This is an optimization exercise on Yosys and OpenROAD, whose aim is small area, a short achievable clock period and few clock cycles, not a production implementation.
RTL that was checked went through simulation tests only; none was proved equivalent to the original.
No activity file was given, so power comes from the tool's default toggle rates.

==> flow/design.v (excerpt) <==
module usb_app #(
   parameter int RAM_DEPTH = 256,
   parameter int WAIT_W    = 8
) (
   input  logic       clk_i,
   input  logic       rstn_i,
   input  logic [7:0] out_data_i,
   input  logic       out_valid_i,
   output logic       out_ready_o,
   output logic [7:0] in_data_o,
   output logic       in_valid_o,
   input  logic       in_ready_i
);
export LEC_CHECK = 0
export ABC_CLOCK_PERIOD_IN_PS = 2400
export CAP_MARGIN = 20
export CORE_MARGIN = 2
export CORE_UTILIZATION = 50
export CTS_CLUSTER_DIAMETER = 65
export CTS_CLUSTER_SIZE = 30
export PLACE_DENSITY = 0.8
export SETUP_SLACK_MARGIN = 2.6
export SLEW_MARGIN = 20
create_clock -name core_clock -period 5.0 [get_ports {clk_i}]
run.sh (not shown) runs the stock make flow with config.mk's settings and CLKGATE_MAP_FILE= SYNTH_SCRIPT=/design/flow/synth_recipe.tcl, a recipe that flattens the netlist after the stock synthesis.
The starting point completed with no timing, DRC or antenna violations.
Testbench counts at the start, summed over its fixed seeds: cycles 7,044.
Next try:
- CTS_CLUSTER_DIAMETER: 65 -> 60
- CTS_CLUSTER_SIZE: 30 -> 25
- PLACE_DENSITY: 0.8 -> not set
What happened: The changed run passed the timing, DRC and antenna checks; register-to-register slack is better by 0.02 ns; core utilization went up by 1.1 points; critical path depth went up by 2; worst hold slack is better by 0.030 ns; sequential share of layout area went down by 1.3 points; wire length went up by 1.7%.
Next try:
- CORE_UTILIZATION: 50 -> 58
- PLACE_DENSITY: not set -> 0.75
What happened: The changed run finished with timing, DRC and antenna clean; core utilization went up by 8.5 points; critical path depth went down by 4; routed wire length went up by 0.32%; non-clock buffer count went down by 5; die area went down by 14%; worst setup slack improved by 0.020 ns; hold slack barely changes; design area went down by about 0.55%; global-route usage went up by 3.2 points.
Next try:
- CORE_UTILIZATION: 58 -> 50
- PLACE_DENSITY: 0.75 -> 0.88
The changed run passed the timing, DRC and antenna checks; non-clock buffer count decreases by 3; setup slack gets better by 0.019 ns; total power is lower by 1.2%; final area came out lower by 0.63%; first-iteration DRC count went up by 7.8%; wire length goes up by 9.6%.

usb_app, a different RTL version from the one above (not shown whole).
Size in the first run: about 4,800 cells after synthesis, about 2,400 flip-flops, about 22 I/O pins, about 64,000 sq um of cells after synthesis.
==> flow/design.v (excerpt) <==
module usb_app #(
   parameter int RAM_DEPTH = 256,
   parameter int WAIT_W    = 8
) (
   input  logic       clk_i,
   input  logic       rstn_i,
   input  logic [7:0] out_data_i,
   input  logic       out_valid_i,
   output logic       out_ready_o,
   output logic [7:0] in_data_o,
   output logic       in_valid_o,
   input  logic       in_ready_i
);
   logic        rst_meta;
   logic        rstn;
   logic        wait_set;
   logic [7:0]  wait_val;
   logic        paced;
   logic        wait_nz;
   logic        pace_free;
   logic        pace_near_free;
   logic        pcrc_init, pcrc_upd, pcrc_load;
   logic [7:0]  pcrc_data;
   logic [31:0] pcrc;
   logic        gcrc_init, gcrc_upd, gcrc_load;
   logic [7:0]  gcrc_data;
   logic [31:0] gcrc_load_val;
   logic [31:0] gcrc;
   logic        lfsr_load, lfsr_step;
   logic [23:0] lfsr_load_val;
   logic [23:0] lfsr;
   logic        set_addr, zero_addr;
   logic [7:0]  set_val;
   logic        wr_en, wr_cont, wr_ok, wr_idle;
   logic [7:0]  wr_data;
   logic        rd_start, rd_take, rd_ok;
   logic [7:0]  rd_data;
   always_ff @(posedge clk_i or negedge rstn_i) begin
      if (!rstn_i) begin
         rst_meta <= 1'b0;
         rstn     <= 1'b0;
      end else begin
         rst_meta <= 1'b1;
         rstn     <= rst_meta;
      end
   end
   app_ctrl u_ctrl (
      .clk_i, .rstn,
      .out_data_i, .out_valid_i, .out_ready_o,
      .in_data_o, .in_valid_o, .in_ready_i,
      .wait_set_o(wait_set), .wait_val_o(wait_val), .paced_o(paced),
      .wait_nz_i(wait_nz), .pace_free_i(pace_free), .pace_near_free_i(pace_near_free),
      .pcrc_init_o(pcrc_init), .pcrc_upd_o(pcrc_upd), .pcrc_data_o(pcrc_data), .pcrc_i(pcrc),
      .gcrc_init_o(gcrc_init), .gcrc_upd_o(gcrc_upd), .gcrc_data_o(gcrc_data),
      .gcrc_load_o(gcrc_load), .gcrc_load_val_o(gcrc_load_val), .gcrc_i(gcrc),
      .lfsr_load_o(lfsr_load), .lfsr_load_val_o(lfsr_load_val), .lfsr_step_o(lfsr_step), .lfsr_i(lfsr),
      .set_addr_o(set_addr), .set_val_o(set_val), .zero_addr_o(zero_addr),
  ...
clock: 5.0 ns
lec_check: 0
abc_clock_period_in_ps: 2000
cap_margin: 20
core_margin: 2
core_utilization: 50
cts_cluster_diameter: 60
cts_cluster_size: 25
setup_slack_margin: 3.0
slew_margin: 20
The starting point ran to the end with no violations.
Rerun with:
- ABC_CLOCK_PERIOD_IN_PS: 2000 -> 2400
- SETUP_SLACK_MARGIN: 3.0 -> 2.6
Power came out lower by about 1.7%.
Utilization decreases by 1.9 points.
Routed wire length came out lower by about 1.1%.
Synthesized cell count does not change.
Die area stays the same.
Count of clock-buffer cells in the layout is lower by 3.
Final area came out lower by about 3%.
Clock skew stays flat.
Area after synthesis stays the same.
No run of this note included a check of the RTL's function; only the layout flow was run.

usb_app, a different RTL version from the one above (not shown whole).
For scale: ~4600 cells after synthesis, roughly 2400 flip-flops, ~22 I/O pins, about 64000 µm² of cells after synthesis.
==> flow/config.mk <==
export PLATFORM = sky130hd
export DESIGN_NAME = usb_app
export DESIGN_NICKNAME = usb_app
export VERILOG_FILES = /design/flow/design.v
export SDC_FILE = /design/flow/constraint.sdc
export NUM_CORES = 4
export LEC_CHECK = 0
export ABC_CLOCK_PERIOD_IN_PS = 2400
export CAP_MARGIN = 20
export CORE_MARGIN = 2
export CORE_UTILIZATION = 50
export CTS_CLUSTER_DIAMETER = 60
export CTS_CLUSTER_SIZE = 25
export SETUP_SLACK_MARGIN = 2.6
export SLEW_MARGIN = 20
==> flow/constraint.sdc <==
create_clock -name core_clock -period 5.0 [get_ports {clk_i}]
set_input_delay 1.0000 -clock core_clock [delete_from_list [all_inputs] [get_ports {clk_i}]]
set_output_delay 1.0000 -clock core_clock [all_outputs]
set_load 0.01 [all_outputs]
Testbench counts at the start, summed over its fixed seeds: cycles 7,021.
Rerun with:
--- a/flow/config.mk
+++ b/flow/config.mk
@@ -14 +14 @@
-export SETUP_SLACK_MARGIN = 2.6
+export SETUP_SLACK_MARGIN = 2.45
Result: The new run went through all stages and came out clean; via count went down by 3.3%; core utilization goes down by 2.1 points; first-iteration DRC count increases by about 3.3%; maximum frequency shrinks by 6.0%; cell area fell by about 3.5%; sequential share of layout area climbs by 2.4 points; wire length decreases by 5.2%; worst setup slack gets worse by 0.16 ns; critical path depth does not change; global-route usage decreases by 1.0 points.
Rerun with:
--- a/flow/config.mk
+++ b/flow/config.mk
@@ -12,3 +12,3 @@
-export CTS_CLUSTER_DIAMETER = 60
-export CTS_CLUSTER_SIZE = 25
-export SETUP_SLACK_MARGIN = 2.45
+export CTS_CLUSTER_DIAMETER = 70
+export CTS_CLUSTER_SIZE = 32
+export SETUP_SLACK_MARGIN = 2.6
Core utilization is higher by 1.5 points.
Via count is higher by 2.1%.
Clock power is lower by about 7%.
First-iteration DRC count is higher by 2.5%.
Hold slack hardly moves.
Area after synthesis does not change.
Maximum frequency is higher by 4.0%.
Routed wire length is higher by 4.2%.
Total power is higher by 2.7%.
Non-clock buffer count is higher by 160.
Combinational power is higher by 18%.

-- separate check: timing with driven ports --
No port has a modelled driver above. Below, the same layouts with a new extraction and two added sets of constraints.
Step 1, drivers: a clkbuf_16 drives clk_i and a buf_2 each remaining input, both assumed.
Step 2 times the ports against the registers' clock, not the clock port: input delays grow and output delays shrink by t, the midpoint of the rising clock arrivals with the driver on.
Slacks: no drivers / after step 1 / after step 2; pairs: no drivers / after step 1.
run | t (ns) | setup WS [ns] | cell pins on the clock port's net
the first run of note 1 | 0.777 | 2.548 / 2.548 / 1.823 | 1
the second run of note 1 | 0.833 | 2.471 / 2.498 / 1.664 | 1
the third run of note 1 | 0.818 | 2.491 / 2.491 / 1.788 | 1
the fourth run of note 1 | 0.839 | 2.510 / 2.524 / 1.711 | 1
the first run of note 2 | 0.849 | 1.823 / 1.864 / 1.015 | 1
the second run of note 2 | 0.845 | 1.751 / 1.751 / 1.236 | 1
the first run of note 3 | 0.855 | 2.461 / 2.426 / 1.814 | 1
the second run of note 3 | 0.852 | 2.300 / 2.300 / 1.689 | 1
the third run of note 3 | 0.825 | 2.404 / 2.404 / 1.755 | 1
After both steps setup and hold are still met in every run listed. For the first run of note 2, which loses most, drivers alone change the setup slack by +0.041 ns; drivers and shift together by -0.808 ns.
